What follows belongs to an exercise in optimizing a design on an open flow for small area, a short achievable clock period and few clock cycles per item; a production flow would make more cautious choices.
RTL that was checked went through simulation tests only; none was proved equivalent to the original.
Function not checked in runs 1 to 4: the RTL went through the layout flow alone.
Power is estimated from default activity; no workload was simulated.

`flow/run.sh`:
```
#!/bin/bash
# synth_recipe.tcl (not shown) runs the flow's synth.tcl, then flattens the netlist and writes it again
# the make line also repeats each setting of config.mk as NAME=value (left out here)
make -C /OpenROAD-flow-scripts/flow DESIGN_CONFIG=/design/flow/config.mk WORK_HOME=/design/flow/orfs CLKGATE_MAP_FILE= SYNTH_SCRIPT=/design/flow/synth_recipe.tcl finish
```
`flow/config.mk`:
```
export PLATFORM = sky130hd
export DESIGN_NAME = div_top
export DESIGN_NICKNAME = div_top
export VERILOG_FILES = /design/flow/design.v
export SDC_FILE = /design/flow/constraint.sdc
export NUM_CORES = 4
export LEC_CHECK = 0
export CAP_MARGIN = 20
export CORE_MARGIN = 2
export CORE_UTILIZATION = 40
export SETUP_SLACK_MARGIN = 1.8
export SLEW_MARGIN = 20
```
`flow/constraint.sdc`:
```
create_clock -name core_clock -period 5.5 [get_ports {CLK}]
set_input_delay 1.1000 -clock core_clock [delete_from_list [all_inputs] [get_ports {CLK}]]
set_output_delay 1.1000 -clock core_clock [all_outputs]
set_load 0.01 [all_outputs]
```
`flow/design.v`:
```
`default_nettype none
package div_pkg;
  localparam int DATA_W = 32;
  localparam int STEPS = 1;
  localparam int QB     = 2 * STEPS;         
  localparam int QB_LG  = (QB <= 1) ? 0 : (QB <= 2) ? 1 : (QB <= 4) ? 2 : 3;
  localparam int DVS_W  = DATA_W + QB;       
  localparam int CNT_W  = 6 - QB_LG;         
  localparam logic [DATA_W-1:0] INT_MIN = {1'b1, {(DATA_W-1){1'b0}}};
  localparam logic [1:0] OP_DIV  = 2'd0;
  localparam logic [1:0] OP_DIVU = 2'd1;
  localparam logic [1:0] OP_REM  = 2'd2;
  localparam logic [1:0] OP_REMU = 2'd3;
  localparam int OP_REM_BIT   = 1;
  localparam int OP_UNSGN_BIT = 0;
endpackage
`default_nettype wire
`timescale 1ns/1ps
`default_nettype none
module div_add #(
  parameter int W = 32
) (
  input  wire  [W-1:0] a,
  input  wire  [W-1:0] b,
  input  wire          cin,
  output logic [W-1:0] sum,
  output logic         cout
);
  localparam int LV = (W < 32) ? 5 : (W < 64) ? 6 : 7;   
  logic [LV:0][W:0] g;
  logic [LV:0][W:0] p;
  assign g[0] = {a & b, cin};
  assign p[0] = {a ^ b, 1'b0};
  for (genvar l = 0; l < LV; l++) begin : g_lvl
    for (genvar i = 0; i <= W; i++) begin : g_bit
      if (i >= (1 << l)) begin : g_op
        assign g[l+1][i] = g[l][i] | (p[l][i] & g[l][i - (1 << l)]);
        assign p[l+1][i] = p[l][i] & p[l][i - (1 << l)];
      end else begin : g_pass
        assign g[l+1][i] = g[l][i];
        assign p[l+1][i] = p[l][i];
      end
    end
  end
  assign sum  = p[0][W:1] ^ g[LV][W-1:0];
  assign cout = g[LV][W];
endmodule
module div_radix4_stage #(
  parameter int DVW = 34
) (
  input  wire  [div_pkg::DATA_W-1:0]    in_rem,
  input  wire  [DVW-1:0]                in_dvs,
  output logic [div_pkg::DATA_W-1:0]    out_rem,
  output logic [1:0]                    digit
);
  localparam int DW = div_pkg::DATA_W;
  localparam int XW = DVW + 2;   
  logic [XW-1:0] r, ne, ne2, s3, c3;
  logic [XW-1:0] d1, d2, d3;
  logic          q1, q2, q3;
  assign r   = {{(XW-DW){1'b0}}, in_rem};
  assign ne  = ~{3'b000, in_dvs[DVW-1:1]};
  assign ne2 = ~{2'b00, in_dvs};
  assign s3 = r ^ ne ^ ne2;
  assign c3 = (r & ne) | (r & ne2) | (ne & ne2);
  div_add #(.W(XW)) u_d1 (.a(r),  .b(ne),                  .cin(1'b1), .sum(d1), .cout(q1));
  div_add #(.W(XW)) u_d2 (.a(r),  .b(ne2),                 .cin(1'b1), .sum(d2), .cout(q2));
  div_add #(.W(XW)) u_d3 (.a(s3), .b({c3[XW-2:0], 1'b1}),  .cin(1'b1), .sum(d3), .cout());
  assign q3 = ~d3[XW-1];
  always_comb begin
    if (q3) begin
      out_rem = d3[DW-1:0];
      digit   = 2'd3;
    end else if (q2) begin
      out_rem = d2[DW-1:0];
      digit   = 2'd2;
    end else if (q1) begin
      out_rem = d1[DW-1:0];
      digit   = 2'd1;
    end else begin
      out_rem = in_rem;
      digit   = 2'd0;
    end
  end
endmodule
`default_nettype wire
`timescale 1ns/1ps
`default_nettype none
module div_stage_array (
  input  wire                          CLK,
  input  wire                          RST_N,
  input  wire                          load,    
  input  wire                          take,    
  input  wire  [div_pkg::DATA_W-1:0]   in_rem,
  input  wire  [div_pkg::DVS_W-1:0]    in_dvs,
  input  wire                          in_run,
  input  wire  [div_pkg::CNT_W-1:0]    in_cnt,
  input  wire                          in_neg,
  input  wire                          in_op_rem,
  input  wire                          in_q_ones,
  output logic [div_pkg::DATA_W-1:0]   rem,
  output logic [div_pkg::DATA_W-1:0]   quo,
  output logic                         neg,
  output logic                         op_rem,
  output logic                         q_ones,
  output logic                         done,
  output logic                         valid
);
  localparam int DW = div_pkg::DATA_W;
  localparam int VW = div_pkg::DVS_W;
  localparam int QB = div_pkg::QB;
  logic [VW-1:0]             dvs;
  logic [div_pkg::CNT_W-1:0] cnt;    
  logic                      busy;   
  logic [DW-1:0]             t_rem;
  logic [1:0]                t_dig;
  div_radix4_stage #(.DVW(VW)) u_step (
    .in_rem  (rem),
    .in_dvs  (dvs),
    .out_rem (t_rem),
    .digit   (t_dig)
  );
  assign done = valid & ~busy;
  always_ff @(posedge CLK) begin
    if (!RST_N) begin
      valid <= 1'b0;
      busy  <= 1'b0;
    end else if (load) begin
      valid <= 1'b1;
      busy  <= in_run;
    end else begin
      if (take) valid <= 1'b0;
      if (busy) busy <= (cnt != '0);
    end
  end
  always_ff @(posedge CLK) begin
    if (load) begin
      rem    <= in_rem;
      quo    <= '0;
      dvs    <= in_dvs;
      cnt    <= in_cnt;
      neg    <= in_neg;
      op_rem <= in_op_rem;
      q_ones <= in_q_ones;
    end else if (busy) begin
      rem    <= t_rem;
      quo    <= {quo[DW-QB-1:0], t_dig};
      dvs    <= {{QB{1'b0}}, dvs[VW-1:QB]};
      cnt    <= cnt - 1'b1;
    end
  end
endmodule
`default_nettype wire
`timescale 1ns/1ps
`default_nettype none
module div_operand_prep (
  input  wire                          CLK,
  input  wire                          RST_N,
  input  wire  [div_pkg::DATA_W-1:0]   req_a,
  input  wire  [div_pkg::DATA_W-1:0]   req_b,
  input  wire  [1:0]                   req_op,
  input  wire                          accept,   
  input  wire                          take,     
  output logic [div_pkg::DATA_W-1:0]   rem,      
  output logic [div_pkg::DVS_W-1:0]    dvs,      
  output logic                         run,      
  output logic [div_pkg::CNT_W-1:0]    cnt,      
  output logic                         q_ones,   
  output logic                         neg,      
  output logic                         op_rem,
  output logic                         valid
);
  localparam int DW = div_pkg::DATA_W;
  localparam int QB = div_pkg::QB;
  logic [DW-1:0]             in_a, in_b;     
  logic                      in_a_neg, in_b_neg, in_dz, in_rem;
  logic                      sgn, a_neg, b_neg, dz, op_r, a_p2, b_p2;
  logic [DW-1:0]             a_mag, b_mag;
  logic [5:0]                la, lb;
  logic [6:0]                t, k;
  logic                      none;
  always_ff @(posedge CLK) begin
    if (!RST_N) begin
      valid <= 1'b0;
    end else if (accept) begin
      valid <= 1'b1;
    end else if (take) begin
      valid <= 1'b0;
    end
  end
  assign sgn   = ~req_op[div_pkg::OP_UNSGN_BIT];
  assign a_neg = sgn & req_a[DW-1];
  assign b_neg = sgn & req_b[DW-1];
  always_ff @(posedge CLK) begin
    if (accept) begin
      in_a     <= req_a ^ {DW{a_neg}};
      in_b     <= req_b ^ {DW{b_neg}};
      in_a_neg <= a_neg;
      in_b_neg <= b_neg;
      in_dz    <= (req_b == '0);
      in_rem   <= req_op[div_pkg::OP_REM_BIT];
    end
  end
  assign op_r = in_rem;
  assign dz   = in_dz;
  div_cinc #(.W(DW)) u_inca (.x(in_a), .inc(in_a_neg), .y(a_mag));
  div_cinc #(.W(DW)) u_incb (.x(in_b), .inc(in_b_neg), .y(b_mag));
  div_lzc u_lza (.x(in_a), .n(la));
  div_lzc u_lzb (.x(in_b), .n(lb));
  always_comb begin
    a_p2 = in_a_neg;
    b_p2 = in_b_neg;
    for (int i = 0; i < DW-1; i++) begin
      a_p2 = a_p2 & (in_a[i] | ~in_a[i+1]);
      b_p2 = b_p2 & (in_b[i] | ~in_b[i+1]);
    end
  end
  div_add #(.W(7)) u_t (.a({1'b0, lb}), .b(~{1'b0, la}), .cin(a_p2),  .sum(t), .cout());
  div_add #(.W(7)) u_k (.a(t),          .b(7'd0),        .cin(~b_p2), .sum(k), .cout());
  assign none   = dz | k[6];
  assign rem    = a_mag;
  assign dvs    = {{QB{1'b0}}, b_mag} << (k[4:0] | 5'd1);
  assign run    = ~none;
  assign cnt    = k[5:1];
  assign q_ones = dz & ~op_r;
  assign neg    = op_r ? in_a_neg : (in_a_neg ^ in_b_neg) & ~dz;
  assign op_rem = op_r;
endmodule
`default_nettype wire
`default_nettype none
module div_lzc (
  input  wire  [31:0] x,
  output logic [5:0]  n
);
  logic [15:0]      v0;
  logic [15:0][0:0] c0;
  logic [7:0]       v1;
  logic [7:0][1:0]  c1;
  logic [3:0]       v2;
  logic [3:0][2:0]  c2;
  logic [1:0]       v3;
  logic [1:0][3:0]  c3;
  logic             v4;
  logic [4:0]       c4;
  for (genvar i = 0; i < 16; i++) begin : g_l0
    assign v0[i] = x[2*i+1] | x[2*i];
    assign c0[i] = ~x[2*i+1];
  end
  for (genvar i = 0; i < 8; i++) begin : g_l1
    assign v1[i] = v0[2*i+1] | v0[2*i];
    assign c1[i] = v0[2*i+1] ? {1'b0, c0[2*i+1]} : {1'b1, c0[2*i]};
  end
  for (genvar i = 0; i < 4; i++) begin : g_l2
    assign v2[i] = v1[2*i+1] | v1[2*i];
    assign c2[i] = v1[2*i+1] ? {1'b0, c1[2*i+1]} : {1'b1, c1[2*i]};
  end
  for (genvar i = 0; i < 2; i++) begin : g_l3
    assign v3[i] = v2[2*i+1] | v2[2*i];
    assign c3[i] = v2[2*i+1] ? {1'b0, c2[2*i+1]} : {1'b1, c2[2*i]};
  end
  assign v4 = v3[1] | v3[0];
  assign c4 = v3[1] ? {1'b0, c3[1]} : {1'b1, c3[0]};
  assign n = v4 ? {1'b0, c4} : 6'd32;
endmodule
module div_cinc #(
  parameter int W = 32
) (
  input  wire  [W-1:0] x,
  input  wire          inc,
  output logic [W-1:0] y
);
  localparam int LV = (W <= 32) ? 5 : 6;   
  logic [LV:0][W-1:0] a;
  assign a[0] = {x[W-2:0], 1'b1};
  for (genvar l = 0; l < LV; l++) begin : g_lvl
    for (genvar i = 0; i < W; i++) begin : g_bit
      if (i >= (1 << l)) begin : g_op
        assign a[l+1][i] = a[l][i] & a[l][i - (1 << l)];
      end else begin : g_pass
        assign a[l+1][i] = a[l][i];
      end
    end
  end
  assign y = x ^ ({W{inc}} & a[LV]);
endmodule
module div_cneg #(
  parameter int W = 32
) (
  input  wire  [W-1:0] x,
  input  wire          neg,
  output logic [W-1:0] y
);
  localparam int LV = (W <= 32) ? 5 : 6;   
  logic [LV:0][W-1:0] o;
  assign o[0] = {x[W-2:0], 1'b0};
  for (genvar l = 0; l < LV; l++) begin : g_lvl
    for (genvar i = 0; i < W; i++) begin : g_bit
      if (i >= (1 << l)) begin : g_op
        assign o[l+1][i] = o[l][i] | o[l][i - (1 << l)];
      end else begin : g_pass
        assign o[l+1][i] = o[l][i];
      end
    end
  end
  assign y = x ^ ({W{neg}} & o[LV]);
endmodule
`default_nettype wire
`timescale 1ns/1ps
`default_nettype none
module div_result_fix (
  input  wire                          CLK,
  input  wire                          RST_N,
  input  wire  [div_pkg::DATA_W-1:0]   rem,
  input  wire  [div_pkg::DATA_W-1:0]   quo,
  input  wire                          neg,
  input  wire                          op_rem,
  input  wire                          q_ones,
  input  wire                          take,
  input  wire                          res_ready,
  output logic [div_pkg::DATA_W-1:0]   res,
  output logic                         res_valid
);
  logic [div_pkg::DATA_W-1:0] mag, sgn_mag;
  assign mag = op_rem ? rem : quo;
  div_cneg #(.W(div_pkg::DATA_W)) u_neg (.x(mag), .neg(neg), .y(sgn_mag));
  always_ff @(posedge CLK) begin
    if (!RST_N) begin
      res_valid <= 1'b0;
    end else if (take) begin
      res_valid <= 1'b1;
    end else if (res_ready) begin
      res_valid <= 1'b0;
    end
  end
  always_ff @(posedge CLK) begin
    if (take) begin
      res <= q_ones ? '1 : sgn_mag;
    end
  end
endmodule
`default_nettype wire
`timescale 1ns/1ps
`default_nettype none
module div_top (
  input  wire                         CLK,
  input  wire                         RST_N,
  input  wire  [div_pkg::DATA_W-1:0]  req_a,
  input  wire  [div_pkg::DATA_W-1:0]  req_b,
  input  wire  [1:0]                  req_op,
  input  wire                         req_valid,
  output logic                        req_ready,
  output logic [div_pkg::DATA_W-1:0]  res,
  output logic                        res_valid,
  input  wire                         res_ready
);
  localparam int DW = div_pkg::DATA_W;
  logic [DW-1:0]              p_rem;
  logic [div_pkg::DVS_W-1:0]  p_dvs;
  logic [div_pkg::CNT_W-1:0]  p_cnt;
  logic                       p_run, p_q_ones, p_neg, p_op_rem, p_valid;
  logic [DW-1:0]              c_rem, c_quo;
  logic                       c_neg, c_op_rem, c_q_ones, c_done, c_valid;
  logic                       take, load, accept;
  assign take      = c_done & (~res_valid | res_ready);
  assign load      = p_valid & (~c_valid | take);
  assign req_ready = RST_N & (~p_valid | load);
  assign accept    = req_valid & req_ready;
  div_operand_prep u_prep (
    .CLK    (CLK),
    .RST_N  (RST_N),
    .req_a  (req_a),
    .req_b  (req_b),
    .req_op (req_op),
    .accept (accept),
    .take   (load),
    .rem    (p_rem),
    .dvs    (p_dvs),
    .run    (p_run),
    .cnt    (p_cnt),
    .q_ones (p_q_ones),
    .neg    (p_neg),
    .op_rem (p_op_rem),
    .valid  (p_valid)
  );
  div_stage_array u_core (
    .CLK       (CLK),
    .RST_N     (RST_N),
    .load      (load),
    .take      (take),
    .in_rem    (p_rem),
    .in_dvs    (p_dvs),
    .in_run    (p_run),
    .in_cnt    (p_cnt),
    .in_neg    (p_neg),
    .in_op_rem (p_op_rem),
    .in_q_ones (p_q_ones),
    .rem       (c_rem),
    .quo       (c_quo),
    .neg       (c_neg),
    .op_rem    (c_op_rem),
    .q_ones    (c_q_ones),
    .done      (c_done),
    .valid     (c_valid)
  );
  div_result_fix u_fix (
    .CLK       (CLK),
    .RST_N     (RST_N),
    .rem       (c_rem),
    .quo       (c_quo),
    .neg       (c_neg),
    .op_rem    (c_op_rem),
    .q_ones    (c_q_ones),
    .take      (take),
    .res_ready (res_ready),
    .res       (res),
    .res_valid (res_valid)
  );
endmodule
`default_nettype wire
```
==> results of run 1 <==
-- power by group through the flow --
stage | Clock (mW) | Sequential, mW | Combinational (mW)
2_1_floorplan | 0 | 2.05 | 2.73
3_3_place_gp | 0 | 2.11 | 3.59
3_5_place_dp | 0 | 2.12 | 3.62
4_1_cts | 1.95 | 2.07 | 4.28
5_1_grt | 2.02 | 2.08 | 5.03
6_report | 1.92 | 2.07 | 4.66
-- metal layers --
metal  up-vias  global-route usage, %
li1       8901                      -
met1      9087                  33.67
met2       701                  43.82
met3       179                  2.646
met4         0                  10.65
met5         -                      0
-- state kept, by name (all words and copies together), names as in the netlist, 5 cells and up --
signal / count
u_core.quo: 32
u_core.dvs: 34
u_prep.in_b: 32
u_prep.in_a: 32
u_core.cnt: 5
u_fix.res: 32
u_core.rem: 32
-- timing repair --
action                                  CTS  global route
gates resized for setup                 214           112
endpoints found under the setup margin  117           108
gates cloned                             13             0
pin swaps                                77            73
setup buffers                           107            45
-- cell usage in the layout (no fill, tap or decap), types with 28 or more instances in the layout --
cell type        instances
o211ai_1                40
inv_1                   67
buf_6                   29
buf_4                  180
and2_1                  34
clkbuf_16               28
xor2_1                  57
clkdlybuf4s50_1        102
a21oi_1                139
fa_1                    30
nand3_1                 31
nand2b_1                52
nand2_1                149
nor2_1                 195
nor3_1                  50
mux2i_1                 81
a21o_1                  58
ha_1                   102
edfxtp_1               174
dfxtp_1                 35
xnor2_1                154
nand4_1                 32
o21ai_0                 64
-- worst max path at each step --
stage / to / startpoint / cells after the start
finish: u_core.dvs[29]$_DFFE_PP_ / u_prep.in_a[4]$_DFFE_PP_ / 19
global route: u_core.dvs[29]$_DFFE_PP_ / u_prep.in_a[4]$_DFFE_PP_ / 19
CTS: u_core.dvs[27]$_DFFE_PP_ / u_prep.in_b[2]$_DFFE_PP_ / 16
detailed placement: u_core.dvs[29]$_DFFE_PP_ / u_prep.in_b[11]$_DFFE_PP_ / 16
global placement: u_core.dvs[29]$_DFFE_PP_ / u_prep.in_b[11]$_DFFE_PP_ / 16
floorplan: u_core.dvs[29]$_DFFE_PP_ / u_prep.in_b[14]$_DFFE_PP_ / 19
-- worst max-delay path, cell delays in order, from the launching register on --
cell and delay (ns):
edfxtp_1 0.42, buf_4 0.13, inv_1 0.05, a21oi_1 0.25, o21ai_2 0.08, a311oi_2 0.21
o2111ai_1 0.16, o21ai_1 0.13, a21oi_2 0.12, fa_2 0.46, xnor2_4 0.22, nand3_4 0.12
buf_6 0.13, buf_12 0.10, nand3_4 0.11, a2111oi_4 0.39, a31oi_1 0.10, mux4_2 0.50
and2_4 0.15, a221o_1 0.25
-- cells by family (layout without fill, tap and decap cells) --
| group | Yosys count | count (layout) | share of synthesized area, % |
|---|---|---|---|
| compound gates | 631 | 632 | 21.24 |
| mux | 109 | 109 | 5.810 |
| simple gates | 735 | 738 | 18.47 |
| xor+xnor | 222 | 222 | 10.18 |
| fa+ha+maj | 142 | 142 | 10.15 |
| buf+inv | 204 | 481 | 4.329 |
| flops | 210 | 210 | 29.81 |
-- final cells by class --
| type | instances | area [um^2] |
|---|---|---|
| Tap cell | 664 | 830.8 |
| Clock buffer | 32 | 715.7 |
| Clock inverter | 20 | 241.5 |
| Fill cell | 4475 | 22990 |
| Timing Repair Buffer | 343 | 3366 |
| Multi-Input combinational cell | 1843 | 14630 |
| Inverter | 86 | 334.1 |
| Sequential cell | 210 | 5947 |
-- through the flow --
stage               instances  power, mW  hold slack, ns  cell area, um^2  setup slack, ns
floorplan                2253      4.778          0.4596            20220            1.225
global placement         2979      5.700          0.4807            22150           0.4965
detailed placement       2979      5.737          0.4923            22150           0.5210
CTS                      3151      8.294          0.5081            25170            1.143
global route             3198      9.133          0.5557            26060           0.8746
finish                   3198      8.649          0.4977            26060            1.119
==> results.sh, run 1 <==
export IMPL_outcome="no timing/DRC/antenna violations"
export IMPL_synth_cells=2253
export IMPL_grt_pass1_wl_um=103900
export IMPL_initial_utilization_pct=40.66
export IMPL_clock_latency_ns=0.61
export IMPL_worstSetupStartpointType="register"
export IMPL_p_per_area_mw_per_mm2=331.9
export IMPL_num_vias=18868
export IMPL_synth_most_common_cell="nor2_1"
export IMPL_synth_area_top_cells="edfxtp_1, xnor2_1, ha_1"
export IMPL_vias_per_cell=5.900
export IMPL_wl_met1_um=28760
export IMPL_cts_buffer_depth=3
export IMPL_r2r_end="u_core.dvs[29]$_DFFE_PP_"
export IMPL_yosysTopAreaCellShare_pct=26.20
export IMPL_synth_top_area_cell="edfxtp_1"
export IMPL_drtIter0Drc=1525
export IMPL_ys_warnings_count=4
export IMPL_endpoint_kind="register"
export IMPL_grt_max_degree=69
export IMPL_antenna_found_initial=0
export IMPL_leakage_nw=9.956
export IMPL_sw_frac_of_total_pct=40.06
export IMPL_syn2layout_area_growth_pct=30.68
export IMPL_wirelength_um=67860
export IMPL_wl_per_cell_um=21.22
export IMPL_rsz0062_at_grt="true"
export IMPL_syn_num_nets=2465
export IMPL_cts_tree="done"
export IMPL_htree_levels=1
export IMPL_ys_seq_area_share_pct=29.81
export IMPL_ios=104
export IMPL_p_comb_share_pct=53.9
export IMPL_seqPwrFrac_pct=23.9
export IMPL_nNetsFinal=2724
export IMPL_worstPathRequired_ns=5.83
export IMPL_drtAntennaViolNets=0
export IMPL_ys_types=93
export IMPL_vdd_drop_max_v=0.0002593
export IMPL_tns_ns=0
export IMPL_hold_end="u_core.quo[31]$_SDFFE_PP0P_"
export IMPL_drive_gt1_share_pct=21.78
export IMPL_post_dp_hpwl_um=49820
export IMPL_drc=0
export IMPL_postCtsHoldBufs=0
export IMPL_grt_pass1_vias=18174
export IMPL_fin_crit_ns=4.381
export IMPL_wl_met2_um=32290
export IMPL_track_usage_pct=25.85
export IMPL_rr_worst_depth=19
export IMPL_min_delay_start="u_core.quo[31]$_SDFFE_PP0P_"
export IMPL_die_y_um=227.3
export IMPL_max_cap_violations=0
export IMPL_post_route_period_util_pct=79.66
export IMPL_finalWeightedCongestion=0.9913
export IMPL_setup_violations=0
export IMPL_slew_headroom_pct=29.98
export IMPL_holdPathStages=2
export IMPL_antenna_cells=0
export IMPL_reg2reg_slack_ns=1.12
export IMPL_crit_type="register to register"
export IMPL_grt_overflow_total=0
export IMPL_top_layer_used="met4"
export IMPL_core_area_mm2=0.04905
export IMPL_synthArstFlopShare_pct=0
export IMPL_firstDrtPassIters=5
export IMPL_fmaxAchievable_ghz=0.2282
export IMPL_cp_max_fo=5
export IMPL_synth_ff_type="edfxtp_1"
export IMPL_r2r_start="u_prep.in_a[4]$_DFFE_PP_"
export IMPL_p_switching_mw=3.465
export IMPL_ys_seq_elements=210
export IMPL_io_buffers=103
export IMPL_finalClockSkew_ns=0.04228
export IMPL_synth_edff_count=174
export IMPL_p_int_mw=5.184
export IMPL_clock_sinks=210
export IMPL_synth_commonest_cells="nor2_1, edfxtp_1, nand2_1"
export IMPL_hold_path_class="register to register"
export IMPL_rows=81
export IMPL_pwr_share_clk_pct=22.2
export IMPL_dieArea_mm2=0.05166
export IMPL_utilization_pct=53.13
export IMPL_cts_root_buf="clkbuf_16"
export IMPL_maxSlewViolCount=0
export IMPL_clk_pin_slew_ns=0.06
export IMPL_tightest_slew_ns=1.039
export IMPL_route_met3_wl_um=3872
export IMPL_cp_arrival_ns=4.71
export IMPL_cts_made_buffers=28
export IMPL_hold_violations=0
export IMPL_die_w_um=227.3
export IMPL_synth_area_mm2=0.01994
export IMPL_synth_avg_cell_area_um2=8.852
==> run 2: changes to the inputs <==
--- a/flow/config.mk
+++ b/flow/config.mk
@@ -7,6 +7,6 @@
 export LEC_CHECK = 0
 export CAP_MARGIN = 20
 export CORE_MARGIN = 2
-export CORE_UTILIZATION = 40
-export SETUP_SLACK_MARGIN = 1.8
+export CORE_UTILIZATION = 65
+export SETUP_SLACK_MARGIN = 1.0
 export SLEW_MARGIN = 20
==> results.sh, run 2 <==
export IMPL_outcome="no timing/DRC/antenna violations"
export IMPL_critPathTopFamily="compound AO/OA/AOI/OAI gates"
export IMPL_p_per_area_mw_per_mm2=324.7
export IMPL_synth_avg_cell_area_um2=8.852
export IMPL_stdcell_count=2820
export IMPL_core_area_mm2=0.03043
export IMPL_p_switching_mw=3.132
export IMPL_drtIter0Drc=2153
export IMPL_crit_chain="nor4_4, nand2_1, o211ai_1, o41ai_4, ha_4, buf_4, a41oi_2, xnor2_4, nand2_2, xor2_2, buf_4, mux4_2, and2_1, a221o_1"
export IMPL_htree_levels=1
export IMPL_grt_max_degree=69
export IMPL_leakage_nw=9.020
export IMPL_setup_violations=0
export IMPL_cp_num_buf_inv=2
export IMPL_rr_worst_depth=14
export IMPL_hold_end="u_core.quo[31]$_SDFFE_PP0P_"
export IMPL_post_dp_hpwl_um=46120
export IMPL_wirelength_um=62350
export IMPL_drive_gt1_share_pct=12.91
export IMPL_worstSetupStartpointType="register"
export IMPL_endpoint_kind="register"
export IMPL_vdd_drop_max_v=0.0002777
export IMPL_firstDrtPassIters=9
export IMPL_largest_reg_flops=34
export IMPL_synth_simple_gate_area_share_pct=18.47
export IMPL_cts_made_buffers=25
export IMPL_synth_commonest_cells="nor2_1, edfxtp_1, nand2_1"
export IMPL_tightest_slew_ns=1.234
export IMPL_final_cell_mix="nor2_1, edfxtp_1, nand2_1"
export IMPL_regMostFlops="u_core.dvs"
export IMPL_num_vias=19103
export IMPL_dieArea_mm2=0.03210
export IMPL_post_route_period_util_pct=82.61
export IMPL_ys_types=93
export IMPL_synth_edff_count=174
export IMPL_utilization_pct=76.83
export IMPL_nNetsFinal=2617
export IMPL_synth_ff_type="edfxtp_1"
export IMPL_antenna_found_initial=2
export IMPL_ios=104
export IMPL_antenna_cells=0
export IMPL_dp_cells=2697
export IMPL_nFillCells=2163
export IMPL_cp_slowest_cell="edfxtp_1"
export IMPL_synthAdderAreaFrac_pct=10.15
export IMPL_reg2reg_slack_ns=0.96
export IMPL_ys_warnings_count=4
export IMPL_synth_compound_area_share_pct=21.24
export IMPL_hold_violations=0
export IMPL_drtAntennaViolNets=0
export IMPL_synthArstFlopShare_pct=0
export IMPL_clock_latency_ns=0.56
export IMPL_vias_per_cell=6.774
export IMPL_synth_most_common_cell="nor2_1"
export IMPL_initial_utilization_pct=65.54
export IMPL_p_comb_share_pct=51.5
export IMPL_rows=64
export IMPL_synth_top_family_by_area="compound AO/OA/AOI/OAI gates"
export IMPL_slew_headroom_pct=17.03
export IMPL_cts_tree="done"
export IMPL_synth_area_mm2=0.01994
export IMPL_clock_sinks=210
export IMPL_worstPathRequired_ns=5.80
export IMPL_pwr_share_clk_pct=21.1
export IMPL_cts_buffer_depth=3
export IMPL_final_common_cell="nor2_1"
export IMPL_p_int_mw=4.458
export IMPL_cts_root_buf="clkbuf_16"
export IMPL_yosys_mux_area_fraction_pct=5.810
export IMPL_power_mw=7.590
export IMPL_crit_path_max_incr_delay_ns=0.61
export IMPL_finalWeightedCongestion=1.042
export IMPL_tns_ns=0
export IMPL_yosysTopAreaCellShare_pct=26.20
export IMPL_grt_pass1_wl_um=94500
export IMPL_seqPwrFrac_pct=27.4
export IMPL_holdPathStages=2
export IMPL_synth_top_area_cell="edfxtp_1"
export IMPL_ys_seq_elements=210
export IMPL_io_buffers=103
export IMPL_postCtsHoldBufs=0
export IMPL_track_usage_pct=37.52
export IMPL_r2r_start="u_prep.in_b[31]$_DFFE_PP_"
export IMPL_drc=0
export IMPL_cp_arrival_ns=4.84
export IMPL_min_delay_start="u_core.quo[31]$_SDFFE_PP0P_"
export IMPL_wl_per_cell_um=22.11
export IMPL_fin_crit_ns=4.544
export IMPL_max_cap_violations=0
export IMPL_synth_area_top_cells="edfxtp_1, xnor2_1, ha_1"
export IMPL_crit_type="register to register"
export IMPL_r2r_end="u_core.dvs[29]$_DFFE_PP_"
export IMPL_crit_top_cell="buf_4"
export IMPL_syn_num_nets=2465
export IMPL_cp_max_fo=13
export IMPL_hold_path_class="register to register"
export IMPL_fmaxAchievable_ghz=0.2201
export IMPL_maxSlewViolCount=0
export IMPL_synth_xor_area_share_pct=10.18
export IMPL_grt_overflow_total=0
export IMPL_rsz0062_at_grt="true"
export IMPL_grt_pass1_vias=17593
export IMPL_ys_seq_area_share_pct=29.81
export IMPL_sw_frac_of_total_pct=41.27
export IMPL_die_w_um=179.2
export IMPL_syn2layout_area_growth_pct=17.23
export IMPL_finalClockSkew_ns=0.02118
export IMPL_synth_cells=2253
export IMPL_die_y_um=179.2
export IMPL_clk_pin_slew_ns=0.07
run 2: layer usage:
| metal | wire length, um | part of all wire [%] | track usage, % |
|---|---|---|---|
| met1 | 23920 | 38 | 47.56 |
| met2 | 29280 | 47 | 62.76 |
| met3 | 5461 | 8.8 | 5.640 |
| met4 | 3666 | 5.9 | 18.08 |
| met5 | 28 | 0.045 | 0 |
run 2: power by group through the flow:
stage	combinational, mW	clock, mW	sequential [mW]
4_1_cts	3.62	1.60	2.08
3_5_place_dp	3.52	0	2.12
6_report	3.91	1.60	2.08
5_1_grt	4.19	1.67	2.09
3_3_place_gp	3.41	0	2.11
2_1_floorplan	2.66	0	2.05
run 2: worst max path at each step:
stage	start	endpoint	slack (ns)	depth (start not counted)
floorplan	u_prep.in_b[12]$_DFFE_PP_	u_core.dvs[29]$_DFFE_PP_	1.01	19
global placement	u_prep.in_b[28]$_DFFE_PP_	u_core.dvs[27]$_DFFE_PP_	0.30	12
detailed placement	u_prep.in_b[29]$_DFFE_PP_	u_core.dvs[31]$_DFFE_PP_	0.21	13
CTS	u_prep.in_b[14]$_DFFE_PP_	u_core.dvs[31]$_DFFE_PP_	0.97	16
global route	u_prep.in_a[3]$_DFFE_PP_	u_core.dvs[29]$_DFFE_PP_	0.84	19
finish	u_prep.in_b[31]$_DFFE_PP_	u_core.dvs[29]$_DFFE_PP_	0.96	14
run 2: logic make-up (layout without fill, tap and decap cells):
kind of cell | count (synthesis) | count (layout)
AO/OA/AOI/OAI | 631 | 632
multiplexers | 109 | 109
adder cells (fa/ha/maj) | 142 | 142
AND/OR/NAND/NOR | 735 | 735
flip-flops | 210 | 210
XOR/XNOR | 222 | 224
buffers and inverters | 204 | 372
run 2: area by class of cell:
class	instances	area, um^2	share of cell area [%]
Sequential cell	210	5947	25.44
Clock buffer	30	654.4	2.799
Tap cell	396	495.5	2.119
Timing Repair Buffer	240	2173	9.296
Inverter	86	326.6	1.397
Multi-Input combinational cell	1842	13670	58.47
Clock inverter	16	111.4	0.4763
run 2: per-stage QoR:
step | setup WS [ns] | cell area [um^2] | hold WS (ns)
after detailed placement | 0.2096 | 21510 | 0.5122
after floorplan | 1.006 | 19980 | 0.4596
after CTS | 0.9731 | 22600 | 0.5278
after global routing | 0.8402 | 23380 | 0.5494
after global placement | 0.3046 | 21510 | 0.4790
final | 0.9564 | 23380 | 0.5171
run 2: worst register-to-register path, cell delays in order, from the launching register on:
cell and delay (ns):
edfxtp_1 0.61, nor4_4 0.37, nand2_1 0.17, o211ai_1 0.44
o41ai_4 0.19, ha_4 0.40, buf_4 0.14, a41oi_2 0.16
xnor2_4 0.39, nand2_2 0.27, xor2_2 0.18, buf_4 0.21
mux4_2 0.32, and2_1 0.19, a221o_1 0.27
run 2: repair_timing:
action	CTS	global route
endpoints found under the setup margin	86	92
pin swaps	4	26
gates resized for setup	30	68
gates cloned	2	2
setup buffers	16	57
==> run 3: changes to the inputs <==
--- a/flow/design.v
+++ b/flow/design.v
@@ -135,18 +135,23 @@
   end
   always_ff @(posedge CLK) begin
     if (load) begin
-      rem    <= in_rem;
+      rem <= in_rem;
+      dvs <= in_dvs;
+      cnt <= in_cnt;
+    end else begin
+      rem <= t_rem;
+      dvs <= {{QB{~busy | (cnt == '0)}}, dvs[VW-1:QB]};
+      cnt <= cnt - 1'b1;
+    end
+  end
+  always_ff @(posedge CLK) begin
+    if (load) begin
       quo    <= '0;
-      dvs    <= in_dvs;
-      cnt    <= in_cnt;
       neg    <= in_neg;
       op_rem <= in_op_rem;
       q_ones <= in_q_ones;
     end else if (busy) begin
-      rem    <= t_rem;
       quo    <= {quo[DW-QB-1:0], t_dig};
-      dvs    <= {{QB{1'b0}}, dvs[VW-1:QB]};
-      cnt    <= cnt - 1'b1;
     end
   end
 endmodule
@@ -219,7 +224,7 @@
   div_add #(.W(7)) u_k (.a(t),          .b(7'd0),        .cin(~b_p2), .sum(k), .cout());
   assign none   = dz | k[6];
   assign rem    = a_mag;
-  assign dvs    = {{QB{1'b0}}, b_mag} << (k[4:0] | 5'd1);
+  assign dvs    = ({{QB{1'b0}}, b_mag} << (k[4:0] | 5'd1)) | {(DW+QB){none}};
   assign run    = ~none;
   assign cnt    = k[5:1];
   assign q_ones = dz & ~op_r;
--- a/flow/config.mk
+++ b/flow/config.mk
@@ -7,6 +7,6 @@
 export LEC_CHECK = 0
 export CAP_MARGIN = 20
 export CORE_MARGIN = 2
-export CORE_UTILIZATION = 65
+export CORE_UTILIZATION = 40
 export SETUP_SLACK_MARGIN = 1.0
 export SLEW_MARGIN = 20
==> results.sh, run 3 <==
export IMPL_clock_sinks=210
export IMPL_hold_violations=0
export IMPL_r2r_start="u_prep.in_b[13]$_DFFE_PP_"
export IMPL_die_w_um=226.6
export IMPL_fin_crit_ns=4.446
export IMPL_grtUsageMet1_pct=32.73
export IMPL_ys_types=107
export IMPL_grt_overflow_total=0
export IMPL_grt_busiest_layer="met2"
export IMPL_outcome="no timing/DRC/antenna violations"
export IMPL_slew_headroom_pct=31.64
export IMPL_grtUsageMet2_pct=39.30
export IMPL_drive_gt1_share_pct=12.06
export IMPL_largest_reg_flops=34
export IMPL_cts_buffer_depth=3
export IMPL_seqPwrFrac_pct=25.7
export IMPL_grt_pass1_wl_um=97340
export IMPL_ys_warnings_count=4
export IMPL_tightest_slew_ns=1.017
export IMPL_rr_worst_depth=15
export IMPL_ios=104
export IMPL_r2r_end="u_core.dvs[27]$_DFF_P_"
export IMPL_finalWeightedCongestion=0.9771
export IMPL_sw_frac_of_total_pct=41.86
export IMPL_met3_usage_pct=2.656
export IMPL_cp_arrival_ns=4.85
export IMPL_synth_area_top_cells="edfxtp_1, dfxtp_1, xnor2_1"
export IMPL_io_buffers=103
export IMPL_synth_ff_type="edfxtp_1"
export IMPL_grt_max_degree=69
export IMPL_reg2reg_slack_ns=1.05
export IMPL_wirelength_um=63110
export IMPL_final_common_cell="nor2_1"
export IMPL_min_delay_start="u_core.cnt[0]$_DFF_P_"
export IMPL_vias_per_cell=5.980
export IMPL_crit_type="register to register"
export IMPL_die_y_um=226.6
export IMPL_cts_root_buf="clkbuf_16"
export IMPL_initial_utilization_pct=40.50
export IMPL_tns_ns=0
export IMPL_wl_per_cell_um=20.13
export IMPL_drc=0
export IMPL_vdd_drop_max_v=0.0002219
export IMPL_syn_num_nets=2537
export IMPL_leakage_nw=9.240
export IMPL_synth_top_area_cell="edfxtp_1"
export IMPL_p_per_area_mw_per_mm2=345.5
export IMPL_ys_seq_elements=210
export IMPL_rows=81
export IMPL_htree_levels=1
export IMPL_synth_edff_count=135
export IMPL_regMostFlops="u_core.dvs"
export IMPL_post_route_period_util_pct=80.83
export IMPL_synth_area_mm2=0.01983
export IMPL_synth_commonest_cells="nor2_1, a21oi_1, nand2_1"
export IMPL_post_dp_hpwl_um=48490
export IMPL_worst_hold_slack_ns=0.4777
export IMPL_hold_end="u_core.cnt[0]$_DFF_P_"
export IMPL_synth_cells=2325
export IMPL_worstSetupStartpointType="register"
export IMPL_nNetsFinal=2662
export IMPL_worst_slack_ns=1.054
export IMPL_core_area_mm2=0.04895
export IMPL_pwr_share_clk_pct=20.2
export IMPL_endpoint_kind="register"
export IMPL_setup_violations=0
export IMPL_worstPathRequired_ns=5.91
export IMPL_dieArea_mm2=0.05136
export IMPL_clk_pin_slew_ns=0.06
export IMPL_grt_pass1_vias=17536
export IMPL_clock_latency_ns=0.56
export IMPL_holdPathStages=1
export IMPL_fmaxAchievable_ghz=0.2249
export IMPL_drtIter0Drc=1737
export IMPL_antenna_found_initial=1
export IMPL_cts_made_buffers=26
export IMPL_synthArstFlopShare_pct=0
export IMPL_max_cap_violations=0
export IMPL_firstDrtPassIters=8
export IMPL_ys_seq_area_share_pct=28.02
export IMPL_synth_avg_cell_area_um2=8.528
export IMPL_rsz0062_at_grt="true"
export IMPL_track_usage_pct=24.07
export IMPL_finalClockSkew_ns=0.01512
export IMPL_final_cell_mix="nor2_1, a21oi_1, nand2_1"
export IMPL_dpl_worst_slack_ns=0.4682
export IMPL_p_comb_share_pct=54.1
export IMPL_synth_most_common_cell="nor2_1"
export IMPL_p_switching_mw=3.394
export IMPL_cp_max_fo=6
export IMPL_maxSlewViolCount=0
export IMPL_drtAntennaViolNets=0
export IMPL_syn2layout_area_growth_pct=18.37
export IMPL_p_int_mw=4.715
export IMPL_yosysTopAreaCellShare_pct=20.45
export IMPL_num_vias=18747
export IMPL_hold_path_class="register to register"
export IMPL_cts_tree="done"
run 3: final cells by class:
cell class	instances	area, um^2
Sequential cell	210	5557
Clock inverter	9	50.05
Inverter	80	300.3
Antenna cell	1	2.502
Fill cell	4691	25480
Multi-Input combinational cell	1909	13860
Timing Repair Buffer	223	2106
Tap cell	664	830.8
Clock buffer	39	762.0
run 3: how the worst max path moves through the flow:
stage | startpoint | endpoint | slack [ns] | depth (start not counted)
6_report | u_prep.in_b[13]$_DFFE_PP_ | u_core.dvs[27]$_DFF_P_ | 1.05 | 15
5_1_grt | u_prep.in_a[12]$_DFFE_PP_ | u_core.dvs[27]$_DFF_P_ | 0.85 | 20
4_1_cts | u_prep.in_b[14]$_DFFE_PP_ | u_core.dvs[27]$_DFF_P_ | 0.97 | 18
3_5_place_dp | u_prep.in_b[14]$_DFFE_PP_ | u_core.dvs[27]$_DFF_P_ | 0.47 | 14
3_3_place_gp | u_prep.in_b[14]$_DFFE_PP_ | u_core.dvs[1]$_DFF_P_ | 0.52 | 15
2_1_floorplan | u_prep.in_b[15]$_DFFE_PP_ | u_core.dvs[27]$_DFF_P_ | 1.02 | 16
run 3: per-layer routing:
| layer | routed length (um) | part of all wire, % |
|---|---|---|
| met5 | 0 | 0 |
| met4 | 2799 | 4.4 |
| met3 | 4245 | 6.7 |
| met2 | 28590 | 45 |
| met1 | 27480 | 44 |
run 3: critical path, cell delays in order (launching register included):
cell	delay, ns
edfxtp_1	0.39
or4_4	0.59
or2_4	0.29
nor2_4	0.12
nor2_2	0.07
o2111ai_1	0.09
o211ai_1	0.21
fa_2	0.62
a21boi_4	0.25
buf_6	0.13
nand3_2	0.09
a21oi_4	0.25
a31oi_4	0.18
or4_4	0.60
a2111oi_2	0.31
a211oi_1	0.09
run 3: power by group through the flow:
stage / sequential [mW] / combinational, mW / clock [mW]
final: 2.08 / 4.39 / 1.64
after global routing: 2.10 / 4.81 / 1.74
after CTS: 2.08 / 4.15 / 1.68
after detailed placement: 2.12 / 4.02 / 0
after global placement: 2.12 / 3.95 / 0
after floorplan: 2.03 / 3.09 / 0
run 3: timing repair:
action,4_1_cts,5_1_grt
endpoints found under the setup margin,71,78
pin swaps,5,26
gates resized for setup,32,70
gates cloned,2,3
buffers inserted,22,47
hold buffers,0,0
run 3: cells by family after synthesis:
kind of cell	share of synthesized area, %
AND/OR/NAND/NOR	19.51
XOR/XNOR	10.17
adder cells (fa/ha/maj)	10.26
buffers and inverters	4.575
flip-flops	28.02
AO/OA/AOI/OAI	22.62
multiplexers	4.847
run 3: metrics by stage:
| stage | total power [mW] | utilization [%] | cell area (um^2) | cells |
|---|---|---|---|---|
| global placement | 6.066 | 44.01 | 21540 | 3012 |
| global route | 8.652 | 47.94 | 23470 | 3134 |
| floorplan | 5.118 | - | 19840 | 2325 |
| CTS | 7.916 | 46.46 | 22740 | 3084 |
| finish | 8.109 | 47.94 | 23470 | 3135 |
| detailed placement | 6.139 | 44.01 | 21540 | 3012 |
==> run 4: changes to the inputs <==
--- a/flow/design.v
+++ b/flow/design.v
@@ -135,23 +135,18 @@
   end
   always_ff @(posedge CLK) begin
     if (load) begin
-      rem <= in_rem;
-      dvs <= in_dvs;
-      cnt <= in_cnt;
-    end else begin
-      rem <= t_rem;
-      dvs <= {{QB{~busy | (cnt == '0)}}, dvs[VW-1:QB]};
-      cnt <= cnt - 1'b1;
-    end
-  end
-  always_ff @(posedge CLK) begin
-    if (load) begin
+      rem    <= in_rem;
       quo    <= '0;
+      dvs    <= in_dvs;
+      cnt    <= in_cnt;
       neg    <= in_neg;
       op_rem <= in_op_rem;
       q_ones <= in_q_ones;
     end else if (busy) begin
+      rem    <= t_rem;
       quo    <= {quo[DW-QB-1:0], t_dig};
+      dvs    <= {{QB{1'b0}}, dvs[VW-1:QB]};
+      cnt    <= cnt - 1'b1;
     end
   end
 endmodule
@@ -178,12 +173,29 @@
   localparam int DW = div_pkg::DATA_W;
   localparam int QB = div_pkg::QB;
   logic [DW-1:0]             in_a, in_b;     
+  logic [6:0]                in_k;           
   logic                      in_a_neg, in_b_neg, in_dz, in_rem;
-  logic                      sgn, a_neg, b_neg, dz, op_r, a_p2, b_p2;
-  logic [DW-1:0]             a_mag, b_mag;
+  logic                      sgn, a_neg, b_neg, a_p2, b_p2;
+  logic [DW-1:0]             ya, yb, a_mag, b_mag;
   logic [5:0]                la, lb;
   logic [6:0]                t, k;
-  logic                      none;
+  assign sgn   = ~req_op[div_pkg::OP_UNSGN_BIT];
+  assign a_neg = sgn & req_a[DW-1];
+  assign b_neg = sgn & req_b[DW-1];
+  assign ya    = req_a ^ {DW{a_neg}};
+  assign yb    = req_b ^ {DW{b_neg}};
+  div_lzc u_lza (.x(ya), .n(la));
+  div_lzc u_lzb (.x(yb), .n(lb));
+  always_comb begin
+    a_p2 = a_neg;
+    b_p2 = b_neg;
+    for (int i = 0; i < DW-1; i++) begin
+      a_p2 = a_p2 & (ya[i] | ~ya[i+1]);
+      b_p2 = b_p2 & (yb[i] | ~yb[i+1]);
+    end
+  end
+  div_add #(.W(7)) u_t (.a({1'b0, lb}), .b(~{1'b0, la}), .cin(a_p2),  .sum(t), .cout());
+  div_add #(.W(7)) u_k (.a(t),          .b(7'd0),        .cin(~b_p2), .sum(k), .cout());
   always_ff @(posedge CLK) begin
     if (!RST_N) begin
       valid <= 1'b0;
@@ -193,43 +205,26 @@
       valid <= 1'b0;
     end
   end
-  assign sgn   = ~req_op[div_pkg::OP_UNSGN_BIT];
-  assign a_neg = sgn & req_a[DW-1];
-  assign b_neg = sgn & req_b[DW-1];
   always_ff @(posedge CLK) begin
     if (accept) begin
-      in_a     <= req_a ^ {DW{a_neg}};
-      in_b     <= req_b ^ {DW{b_neg}};
+      in_a     <= ya;
+      in_b     <= yb;
+      in_k     <= k;
       in_a_neg <= a_neg;
       in_b_neg <= b_neg;
       in_dz    <= (req_b == '0);
       in_rem   <= req_op[div_pkg::OP_REM_BIT];
     end
   end
-  assign op_r = in_rem;
-  assign dz   = in_dz;
   div_cinc #(.W(DW)) u_inca (.x(in_a), .inc(in_a_neg), .y(a_mag));
   div_cinc #(.W(DW)) u_incb (.x(in_b), .inc(in_b_neg), .y(b_mag));
-  div_lzc u_lza (.x(in_a), .n(la));
-  div_lzc u_lzb (.x(in_b), .n(lb));
-  always_comb begin
-    a_p2 = in_a_neg;
-    b_p2 = in_b_neg;
-    for (int i = 0; i < DW-1; i++) begin
-      a_p2 = a_p2 & (in_a[i] | ~in_a[i+1]);
-      b_p2 = b_p2 & (in_b[i] | ~in_b[i+1]);
-    end
-  end
-  div_add #(.W(7)) u_t (.a({1'b0, lb}), .b(~{1'b0, la}), .cin(a_p2),  .sum(t), .cout());
-  div_add #(.W(7)) u_k (.a(t),          .b(7'd0),        .cin(~b_p2), .sum(k), .cout());
-  assign none   = dz | k[6];
   assign rem    = a_mag;
-  assign dvs    = ({{QB{1'b0}}, b_mag} << (k[4:0] | 5'd1)) | {(DW+QB){none}};
-  assign run    = ~none;
-  assign cnt    = k[5:1];
-  assign q_ones = dz & ~op_r;
-  assign neg    = op_r ? in_a_neg : (in_a_neg ^ in_b_neg) & ~dz;
-  assign op_rem = op_r;
+  assign dvs    = {{QB{1'b0}}, b_mag} << (in_k[4:0] | 5'd1);
+  assign run    = ~(in_dz | in_k[6]);
+  assign cnt    = in_k[5:1];
+  assign q_ones = in_dz & ~in_rem;
+  assign neg    = in_rem ? in_a_neg : (in_a_neg ^ in_b_neg) & ~in_dz;
+  assign op_rem = in_rem;
 endmodule
 `default_nettype wire
 `default_nettype none
==> results.sh, run 4 <==
export IMPL_postCtsHoldBufs=0
export IMPL_synth_cells=2269
export IMPL_drive_gt1_share_pct=13.83
export IMPL_ios=104
export IMPL_drc=0
export IMPL_rr_worst_depth=15
export IMPL_hold_path_class="register to register"
export IMPL_fin_crit_ns=4.458
export IMPL_syn2layout_area_growth_pct=21.18
export IMPL_worstPathRequired_ns=5.81
export IMPL_cts_made_buffers=27
export IMPL_endpoint_kind="register"
export IMPL_r2r_end="u_core.rem[3]$_DFFE_PP_"
export IMPL_rows=81
export IMPL_io_buffers=103
export IMPL_antenna_cells=0
export IMPL_grt_pass1_wl_um=93270
export IMPL_final_cell_mix="nand2_1, nor2_1, edfxtp_1"
export IMPL_drtAntennaViolNets=0
export IMPL_pwr_share_clk_pct=24.8
export IMPL_endpoint="u_prep.in_k[6]$_DFFE_PP_"
export IMPL_dieArea_mm2=0.05140
export IMPL_cp_startpoint="req_b[3]"
export IMPL_htree_levels=1
export IMPL_max_cap_violations=0
export IMPL_worstSetupStartpointType="primary input"
export IMPL_synth_area_mm2=0.01984
export IMPL_finalClockSkew_ns=0.01711
export IMPL_slew_headroom_pct=31.85
export IMPL_ys_types=96
export IMPL_largest_reg_flops=34
export IMPL_reg2reg_slack_ns=1.12
export IMPL_sw_frac_of_total_pct=38.27
export IMPL_finalWeightedCongestion=0.9252
export IMPL_synth_area_top_cells="edfxtp_1, xnor2_1, ha_1"
export IMPL_post_route_period_util_pct=81.06
export IMPL_grt_overflow_total=0
export IMPL_dpl_cell_area_mm2=0.02196
export IMPL_drtIter0Drc=1385
export IMPL_p_comb_share_pct=47.6
export IMPL_die_y_um=226.7
export IMPL_setup_violations=0
export IMPL_cts_tree="done"
export IMPL_ys_warnings_count=4
export IMPL_track_usage_pct=22.90
export IMPL_seqPwrFrac_pct=27.7
export IMPL_die_w_um=226.7
export IMPL_min_delay_start="u_core.quo[31]$_SDFFE_PP0P_"
export IMPL_initial_utilization_pct=40.53
export IMPL_synth_avg_cell_area_um2=8.744
export IMPL_final_common_cell="nand2_1"
export IMPL_synthArstFlopShare_pct=0
export IMPL_regMostFlops="u_core.dvs"
export IMPL_multi_input_area_mm2=0.01333
export IMPL_p_int_mw=4.749
export IMPL_nFillCells=4548
export IMPL_leakage_nw=9.355
export IMPL_post_dp_hpwl_um=45400
export IMPL_wl_per_cell_um=18.93
export IMPL_synth_edff_count=180
export IMPL_hold_violations=0
export IMPL_nNetsFinal=2658
export IMPL_wirelength_um=59260
export IMPL_ys_seq_elements=216
export IMPL_outcome="no timing/DRC/antenna violations"
export IMPL_core_area_mm2=0.04895
export IMPL_cp_arrival_ns=4.77
export IMPL_final_cell_area_mm2=0.02404
export IMPL_yosysTopAreaCellShare_pct=27.25
export IMPL_p_switching_mw=2.944
export IMPL_synth_most_common_cell="nor2_1"
export IMPL_ys_seq_area_share_pct=30.88
export IMPL_grt_max_degree=64
export IMPL_synth_top_area_cell="edfxtp_1"
export IMPL_cts_buffer_depth=3
export IMPL_tns_ns=0
export IMPL_r2r_start="u_core.dvs[1]$_DFFE_PP_"
export IMPL_cts_root_buf="clkbuf_16"
export IMPL_rsz0062_at_grt="true"
export IMPL_vdd_drop_max_v=0.0002275
export IMPL_tightest_slew_ns=1.013
export IMPL_worst_hold_slack_ns=0.4916
export IMPL_cp_max_fo=4
export IMPL_maxSlewViolCount=0
export IMPL_num_vias=17808
export IMPL_clock_sinks=216
export IMPL_firstDrtPassIters=5
export IMPL_syn_num_nets=2481
export IMPL_power_mw=7.694
export IMPL_synth_commonest_cells="nor2_1, nand2_1, a21oi_1, edfxtp_1, xnor2_1"
export IMPL_p_per_area_mw_per_mm2=320.0
export IMPL_vias_per_cell=5.689
export IMPL_seq_area_mm2=0.006127
export IMPL_grt_pass1_vias=16990
export IMPL_fmaxAchievable_ghz=0.2243
export IMPL_crit_type="primary input to register"
export IMPL_clk_pin_slew_ns=0.06
export IMPL_synth_ff_type="edfxtp_1"
export IMPL_antenna_found_initial=0
export IMPL_clock_latency_ns=0.57
-- run 4: cell types whose count changed after synthesis, moves of 19 or more --
cell | previous run | this run
inv_1 | 80 | 114
nor2_1 | 219 | 188
dfxtp_1 | 75 | 36
edfxtp_1 | 135 | 180
o211ai_1 | 42 | 23
-- run 4: routing by layer --
metal	track usage (%)	routed length (um)	up-vias	part of all wire, %
met5	0	0	-	0
met4	8.595	2347	0	4.0
met3	3.382	3669	119	6.2
met2	36.43	26590	524	45
met1	31.40	26650	8426	45
li1	-	-	8739	-
-- run 4: cells by family (layout without fill, tap and decap cells) --
family | Yosys count | after routing | synth area share, %
AO/OA/AOI/OAI | 645 | 645 | 21.29
XOR/XNOR | 214 | 214 | 9.448
adder cells (fa/ha/maj) | 142 | 142 | 10.20
buffers and inverters | 214 | 411 | 4.314
flip-flops | 216 | 216 | 30.88
multiplexers | 102 | 102 | 5.342
AND/OR/NAND/NOR | 736 | 736 | 18.52
-- run 4: area by class of cell --
type | count | share of cell area (%)
flip-flops and latches | 216 | 25.49
clock inverters | 4 | 0.3019
repair buffers | 245 | 9.696
multi-input cells | 1839 | 55.45
clock buffers | 45 | 3.654
inverters | 117 | 1.957
well taps | 664 | 3.456
-- run 4: worst max-delay path, cell delays in order --
cell and delay (ns):
clkdlybuf4s50_1 0.59, xnor2_2 0.16, nand2b_1 0.10, nor3b_1 0.15
nor4_2 0.32, nand2_1 0.10, nand3_1 0.08, a31oi_1 0.09
o31a_1 0.29, nor3_2 0.12, ha_1 0.29, a21o_1 0.21
a21oi_2 0.15, o21bai_1 0.10, a21oi_2 0.16, xnor2_1 0.13
inv_1 0.08, or3_4 0.40, xnor2_1 0.13
-- run 4: repair_timing --
item,CTS,global route
cloned,0,1
endpoints found under the setup margin,66,60
pin swaps,26,39
resized for setup,63,79
hold endpoints to repair,0,0
buffers inserted,41,33
-- run 4: how the worst min path moves through the flow --
stage	to	slack (ns)	cells after the start
floorplan	u_core.quo[30]$_SDFFE_PP0P_	0.46	2
global placement	u_core.quo[30]$_SDFFE_PP0P_	0.47	2
finish	u_core.quo[31]$_SDFFE_PP0P_	0.49	2
detailed placement	u_core.quo[30]$_SDFFE_PP0P_	0.48	2
CTS	u_core.quo[30]$_SDFFE_PP0P_	0.50	2
global route	u_core.quo[31]$_SDFFE_PP0P_	0.52	2
-- run 4: through the flow --
stage | std cells | utilization (%) | setup WS [ns]
floorplan | 2269 | - | 0.8728
global placement | 3005 | 44.87 | 0.05037
detailed placement | 3005 | 44.87 | -0.08346
CTS | 3095 | 47.89 | 0.9951
global route | 3130 | 49.11 | 0.9210
finish | 3130 | 49.11 | 1.042
-- run 4: power by group through the flow --
stage	logic (mW)	registers [mW]	clock network, mW
floorplan	2.52	2.11	0
global placement	3.32	2.17	0
detailed placement	3.35	2.18	0
CTS	3.46	2.14	1.94
global route	4.03	2.15	2.01
finish	3.66	2.13	1.90
==> run 5: changes to the inputs <==
--- a/flow/design.v
+++ b/flow/design.v
@@ -89,29 +89,28 @@
 module div_stage_array (
   input  wire                          CLK,
   input  wire                          RST_N,
-  input  wire                          load,    
-  input  wire                          take,    
+  input  wire                          load,      
+  input  wire                          out_free,  
   input  wire  [div_pkg::DATA_W-1:0]   in_rem,
   input  wire  [div_pkg::DVS_W-1:0]    in_dvs,
-  input  wire                          in_run,
   input  wire  [div_pkg::CNT_W-1:0]    in_cnt,
   input  wire                          in_neg,
   input  wire                          in_op_rem,
   input  wire                          in_q_ones,
-  output logic [div_pkg::DATA_W-1:0]   rem,
-  output logic [div_pkg::DATA_W-1:0]   quo,
+  output logic [div_pkg::DATA_W-1:0]   out_mag,   
   output logic                         neg,
-  output logic                         op_rem,
   output logic                         q_ones,
-  output logic                         done,
-  output logic                         valid
+  output logic                         last,      
+  output logic                         busy
 );
   localparam int DW = div_pkg::DATA_W;
   localparam int VW = div_pkg::DVS_W;
   localparam int QB = div_pkg::QB;
+  logic [DW-1:0]             rem, quo;
   logic [VW-1:0]             dvs;
   logic [div_pkg::CNT_W-1:0] cnt;    
-  logic                      busy;   
+  logic                      op_rem;
+  logic                      adv;
   logic [DW-1:0]             t_rem;
   logic [1:0]                t_dig;
   div_radix4_stage #(.DVW(VW)) u_step (
@@ -120,17 +119,16 @@
     .out_rem (t_rem),
     .digit   (t_dig)
   );
-  assign done = valid & ~busy;
+  assign last    = busy & (cnt == '0);
+  assign adv     = busy & (~last | out_free);
+  assign out_mag = op_rem ? t_rem : {quo[DW-QB-1:0], t_dig};
   always_ff @(posedge CLK) begin
     if (!RST_N) begin
-      valid <= 1'b0;
-      busy  <= 1'b0;
+      busy <= 1'b0;
     end else if (load) begin
-      valid <= 1'b1;
-      busy  <= in_run;
-    end else begin
-      if (take) valid <= 1'b0;
-      if (busy) busy <= (cnt != '0);
+      busy <= 1'b1;
+    end else if (last & out_free) begin
+      busy <= 1'b0;
     end
   end
   always_ff @(posedge CLK) begin
@@ -142,7 +140,7 @@
       neg    <= in_neg;
       op_rem <= in_op_rem;
       q_ones <= in_q_ones;
-    end else if (busy) begin
+    end else if (adv) begin
       rem    <= t_rem;
       quo    <= {quo[DW-QB-1:0], t_dig};
       dvs    <= {{QB{1'b0}}, dvs[VW-1:QB]};
@@ -163,7 +161,6 @@
   input  wire                          take,     
   output logic [div_pkg::DATA_W-1:0]   rem,      
   output logic [div_pkg::DVS_W-1:0]    dvs,      
-  output logic                         run,      
   output logic [div_pkg::CNT_W-1:0]    cnt,      
   output logic                         q_ones,   
   output logic                         neg,      
@@ -179,6 +176,7 @@
   logic [DW-1:0]             ya, yb, a_mag, b_mag;
   logic [5:0]                la, lb;
   logic [6:0]                t, k;
+  logic                      none;
   assign sgn   = ~req_op[div_pkg::OP_UNSGN_BIT];
   assign a_neg = sgn & req_a[DW-1];
   assign b_neg = sgn & req_b[DW-1];
@@ -219,9 +217,9 @@
   div_cinc #(.W(DW)) u_inca (.x(in_a), .inc(in_a_neg), .y(a_mag));
   div_cinc #(.W(DW)) u_incb (.x(in_b), .inc(in_b_neg), .y(b_mag));
   assign rem    = a_mag;
-  assign dvs    = {{QB{1'b0}}, b_mag} << (in_k[4:0] | 5'd1);
-  assign run    = ~(in_dz | in_k[6]);
-  assign cnt    = in_k[5:1];
+  assign none   = in_dz | in_k[6];
+  assign dvs    = ({{QB{1'b0}}, b_mag} << (in_k[4:0] | 5'd1)) | {(DW+QB){none}};
+  assign cnt    = none ? '0 : in_k[5:1];
   assign q_ones = in_dz & ~in_rem;
   assign neg    = in_rem ? in_a_neg : (in_a_neg ^ in_b_neg) & ~in_dz;
   assign op_rem = in_rem;
@@ -310,31 +308,48 @@
 module div_result_fix (
   input  wire                          CLK,
   input  wire                          RST_N,
-  input  wire  [div_pkg::DATA_W-1:0]   rem,
-  input  wire  [div_pkg::DATA_W-1:0]   quo,
+  input  wire  [div_pkg::DATA_W-1:0]   mag,
   input  wire                          neg,
-  input  wire                          op_rem,
   input  wire                          q_ones,
-  input  wire                          take,
+  input  wire                          put,        
   input  wire                          res_ready,
+  output logic                         free,       
   output logic [div_pkg::DATA_W-1:0]   res,
   output logic                         res_valid
 );
-  logic [div_pkg::DATA_W-1:0] mag, sgn_mag;
-  assign mag = op_rem ? rem : quo;
-  div_cneg #(.W(div_pkg::DATA_W)) u_neg (.x(mag), .neg(neg), .y(sgn_mag));
+  logic [div_pkg::DATA_W-1:0] r_mag, sgn_mag;
+  logic                       r_neg, r_q_ones, r_valid, move;
+  assign move = r_valid & (~res_valid | res_ready);
+  assign free = ~r_valid | ~res_valid | res_ready;
+  always_ff @(posedge CLK) begin
+    if (!RST_N) begin
+      r_valid <= 1'b0;
+    end else if (put) begin
+      r_valid <= 1'b1;
+    end else if (move) begin
+      r_valid <= 1'b0;
+    end
+  end
+  always_ff @(posedge CLK) begin
+    if (put) begin
+      r_mag    <= mag;
+      r_neg    <= neg;
+      r_q_ones <= q_ones;
+    end
+  end
+  div_cneg #(.W(div_pkg::DATA_W)) u_neg (.x(r_mag), .neg(r_neg), .y(sgn_mag));
   always_ff @(posedge CLK) begin
     if (!RST_N) begin
       res_valid <= 1'b0;
-    end else if (take) begin
+    end else if (move) begin
       res_valid <= 1'b1;
     end else if (res_ready) begin
       res_valid <= 1'b0;
     end
   end
   always_ff @(posedge CLK) begin
-    if (take) begin
-      res <= q_ones ? '1 : sgn_mag;
+    if (move) begin
+      res <= r_q_ones ? '1 : sgn_mag;
     end
   end
 endmodule
@@ -357,12 +372,12 @@
   logic [DW-1:0]              p_rem;
   logic [div_pkg::DVS_W-1:0]  p_dvs;
   logic [div_pkg::CNT_W-1:0]  p_cnt;
-  logic                       p_run, p_q_ones, p_neg, p_op_rem, p_valid;
-  logic [DW-1:0]              c_rem, c_quo;
-  logic                       c_neg, c_op_rem, c_q_ones, c_done, c_valid;
-  logic                       take, load, accept;
-  assign take      = c_done & (~res_valid | res_ready);
-  assign load      = p_valid & (~c_valid | take);
+  logic                       p_q_ones, p_neg, p_op_rem, p_valid;
+  logic [DW-1:0]              c_mag;
+  logic                       c_neg, c_q_ones, c_last, c_busy;
+  logic                       r_free, put, load, accept;
+  assign put       = c_last & r_free;
+  assign load      = p_valid & (~c_busy | put);
   assign req_ready = RST_N & (~p_valid | load);
   assign accept    = req_valid & req_ready;
   div_operand_prep u_prep (
@@ -375,7 +390,6 @@
     .take   (load),
     .rem    (p_rem),
     .dvs    (p_dvs),
-    .run    (p_run),
     .cnt    (p_cnt),
     .q_ones (p_q_ones),
     .neg    (p_neg),
@@ -386,32 +400,28 @@
     .CLK       (CLK),
     .RST_N     (RST_N),
     .load      (load),
-    .take      (take),
+    .out_free  (r_free),
     .in_rem    (p_rem),
     .in_dvs    (p_dvs),
-    .in_run    (p_run),
     .in_cnt    (p_cnt),
     .in_neg    (p_neg),
     .in_op_rem (p_op_rem),
     .in_q_ones (p_q_ones),
-    .rem       (c_rem),
-    .quo       (c_quo),
+    .out_mag   (c_mag),
     .neg       (c_neg),
-    .op_rem    (c_op_rem),
     .q_ones    (c_q_ones),
-    .done      (c_done),
-    .valid     (c_valid)
+    .last      (c_last),
+    .busy      (c_busy)
   );
   div_result_fix u_fix (
     .CLK       (CLK),
     .RST_N     (RST_N),
-    .rem       (c_rem),
-    .quo       (c_quo),
+    .mag       (c_mag),
     .neg       (c_neg),
-    .op_rem    (c_op_rem),
     .q_ones    (c_q_ones),
-    .take      (take),
+    .put       (put),
     .res_ready (res_ready),
+    .free      (r_free),
     .res       (res),
     .res_valid (res_valid)
   );
--- a/flow/config.mk
+++ b/flow/config.mk
@@ -7,6 +7,6 @@
 export LEC_CHECK = 0
 export CAP_MARGIN = 20
 export CORE_MARGIN = 2
-export CORE_UTILIZATION = 40
+export CORE_UTILIZATION = 65
 export SETUP_SLACK_MARGIN = 1.0
 export SLEW_MARGIN = 20
==> results.sh, run 5 <==
export IMPL_outcome="no timing/DRC/antenna violations"
export IMPL_cts_tree="done"
export IMPL_drtAntennaViolNets=0
export IMPL_synth_edff_count=214
export IMPL_finalClockSkew_ns=0.02202
export IMPL_rows=65
export IMPL_leakage_nw=9.096
export IMPL_maxSlewViolCount=0
export IMPL_synth_top_area_cell="edfxtp_1"
export IMPL_io_buffers=103
export IMPL_core_area_mm2=0.03139
export IMPL_ys_warnings_count=4
export IMPL_fin_crit_ns=4.557
export IMPL_cp_slowest_cell="clkdlybuf4s50_1"
export IMPL_grt_max_degree=75
export IMPL_dieArea_mm2=0.03320
export IMPL_hold_violations=0
export IMPL_finalWeightedCongestion=0.9901
export IMPL_nNetsFinal=2710
export IMPL_post_route_period_util_pct=82.86
export IMPL_utilization_pct=76.56
export IMPL_postCtsHoldBufs=0
export IMPL_worstSetupStartpointType="primary input"
export IMPL_antenna_found_initial=1
export IMPL_synth_area_mm2=0.02064
export IMPL_hold_path_class="register to register"
export IMPL_synthArstFlopShare_pct=0
export IMPL_grt_pass1_wl_um=99380
export IMPL_firstDrtPassIters=6
export IMPL_final_cell_mix="nand2_1, a21oi_1, edfxtp_1"
export IMPL_cp_arrival_ns=4.85
export IMPL_drc=0
export IMPL_wirelength_um=65650
export IMPL_syn_num_nets=2599
export IMPL_ys_types=78
export IMPL_crit_chain="clkdlybuf4s50_1, xnor2_1, nand2b_1, nor3_2, and4_1, and2_4, a21boi_4, nor2b_4, o21ai_4, o31ai_4, ha_1, nand2_2, a2111oi_4, o21ai_2, buf_4, nand4_1, a31oi_2, nand2_1, xor2_1"
export IMPL_p_per_area_mw_per_mm2=420.2
export IMPL_initial_utilization_pct=65.76
export IMPL_synth_commonest_cells="nand2_1, a21oi_1, edfxtp_1"
export IMPL_htree_levels=1
export IMPL_synth_most_common_cell="nand2_1"
export IMPL_vias_per_cell=6.764
export IMPL_yosysTopAreaCellShare_pct=31.13
export IMPL_clock_sinks=248
export IMPL_clk_pin_slew_ns=0.06
export IMPL_reg2reg_slack_ns=1.10
export IMPL_rsz0062_at_grt="false"
export IMPL_nFillCells=2192
export IMPL_largest_reg_flops=34
==> run 5: cell types whose count changed after synthesis, moves of 14 or more <==
cell      before  now
o21ai_0      132  149
mux2i_1       80   35
clkbuf_1      60   81
nand2_1      182  259
a21oi_1      180  258
mux2_2        21    7
edfxtp_1     180  214
nor2_1       188  202
xor2_1        49  105
and3_1        36   20
xnor2_1      165  121
==> run 5: cell families after synthesis <==
group,Yosys count,share of synthesized area (%)
and+or+nand+nor,761,17.27
AOI/OAI and AO/OA,751,22.86
DFF,248,34.43
xor gates and xnor gates,226,9.589
buffers and inverters,217,3.958
adders and majority gates,142,9.807
muxes,42,2.079
==> run 5: final timing paths <==
kind	from	to	cells past startpoint
max	req_b[20]	u_prep.in_k[6]$_DFFE_PP_	19
min	u_core.q_ones$_DFFE_PP_	u_fix.r_q_ones$_DFFE_PP_	0
max reg2reg	u_fix.r_mag[2]$_DFFE_PP_	u_fix.res[28]$_SDFFCE_PP1P_	10
min reg2reg	u_core.q_ones$_DFFE_PP_	u_fix.r_q_ones$_DFFE_PP_	0
==> run 5: area by class of cell <==
type	instances	area (um^2)	area share [%]
Sequential cell	248	7107	29.57
Inverter	116	441.7	1.838
Multi-Input combinational cell	1923	13300	55.32
Clock buffer	34	680.7	2.832
Clock inverter	14	170.2	0.7080
Antenna cell	1	2.502	0.01041
Timing Repair Buffer	183	1833	7.627
Tap cell	402	503.0	2.093
==> run 5: routing by layer <==
layer / global-route usage (%) / vias to the layer above / wire (um)
met3: 5.348 / 303 / 5206
met5: 0 / - / 0
met1: 45.07 / 9318 / 24460
li1: - / 8999 / -
met2: 65.05 / 1138 / 31510
met4: 22.35 / 0 / 4476
==> run 5: worst max-delay path: cells and delay by family <==
kind / cells / cell delay, ns
AO/OA/AOI/OAI: 6 / 0.86
adder cells (fa/ha/maj): 1 / 0.32
AND/OR/NAND/NOR: 8 / 1.39
XOR/XNOR: 2 / 0.51
buffers and inverters: 2 / 0.65
==> run 5: timing repair <==
item	CTS	global route
setup endpoints to repair	67	66
cloned	3	3
gates resized for setup	45	55
pin swaps	19	31
buffers inserted	22	20
==> run 5: power breakdown <==
| part | switching, mW | internal (mW) | total (mW) |
|---|---|---|---|
| clock | 0.757 | 1.02 | 1.78 |
| sequential | 0.248 | 2.33 | 2.58 |
| combinational | 3.46 | 2.28 | 5.74 |
| total | 4.47 | 5.63 | 10.1 |
==> run 5: metrics by stage <==
| step | worst slack, ns | cells | hold WS [ns] | TNS [ns] | area (um^2) |
|---|---|---|---|---|---|
| after global routing | 0.8772 | 2920 | 0.4378 | 0 | 24030 |
| after floorplan | 0.9901 | 2387 | 0.4003 | 0 | 20770 |
| after CTS | 1.001 | 2896 | 0.4402 | 0 | 23570 |
| after detailed placement | -0.07314 | 2823 | 0.4228 | -0.07314 | 22230 |
| after global placement | 0.07721 | 2823 | 0.4062 | 0 | 22230 |
| final | 0.9428 | 2921 | 0.4383 | 0 | 24030 |
Testbench counts of run 5, summed over its fixed seeds: cycles 51,178, items 16,000.

Check on run 5: ideal ports give 0.943 ns setup slack; a clkbuf_16 on the clock port and buf_2 on the inputs give 0.980 ns; moving port delays by the midpoint clock arrival (0.605 ns) as well gives 0.375 ns.
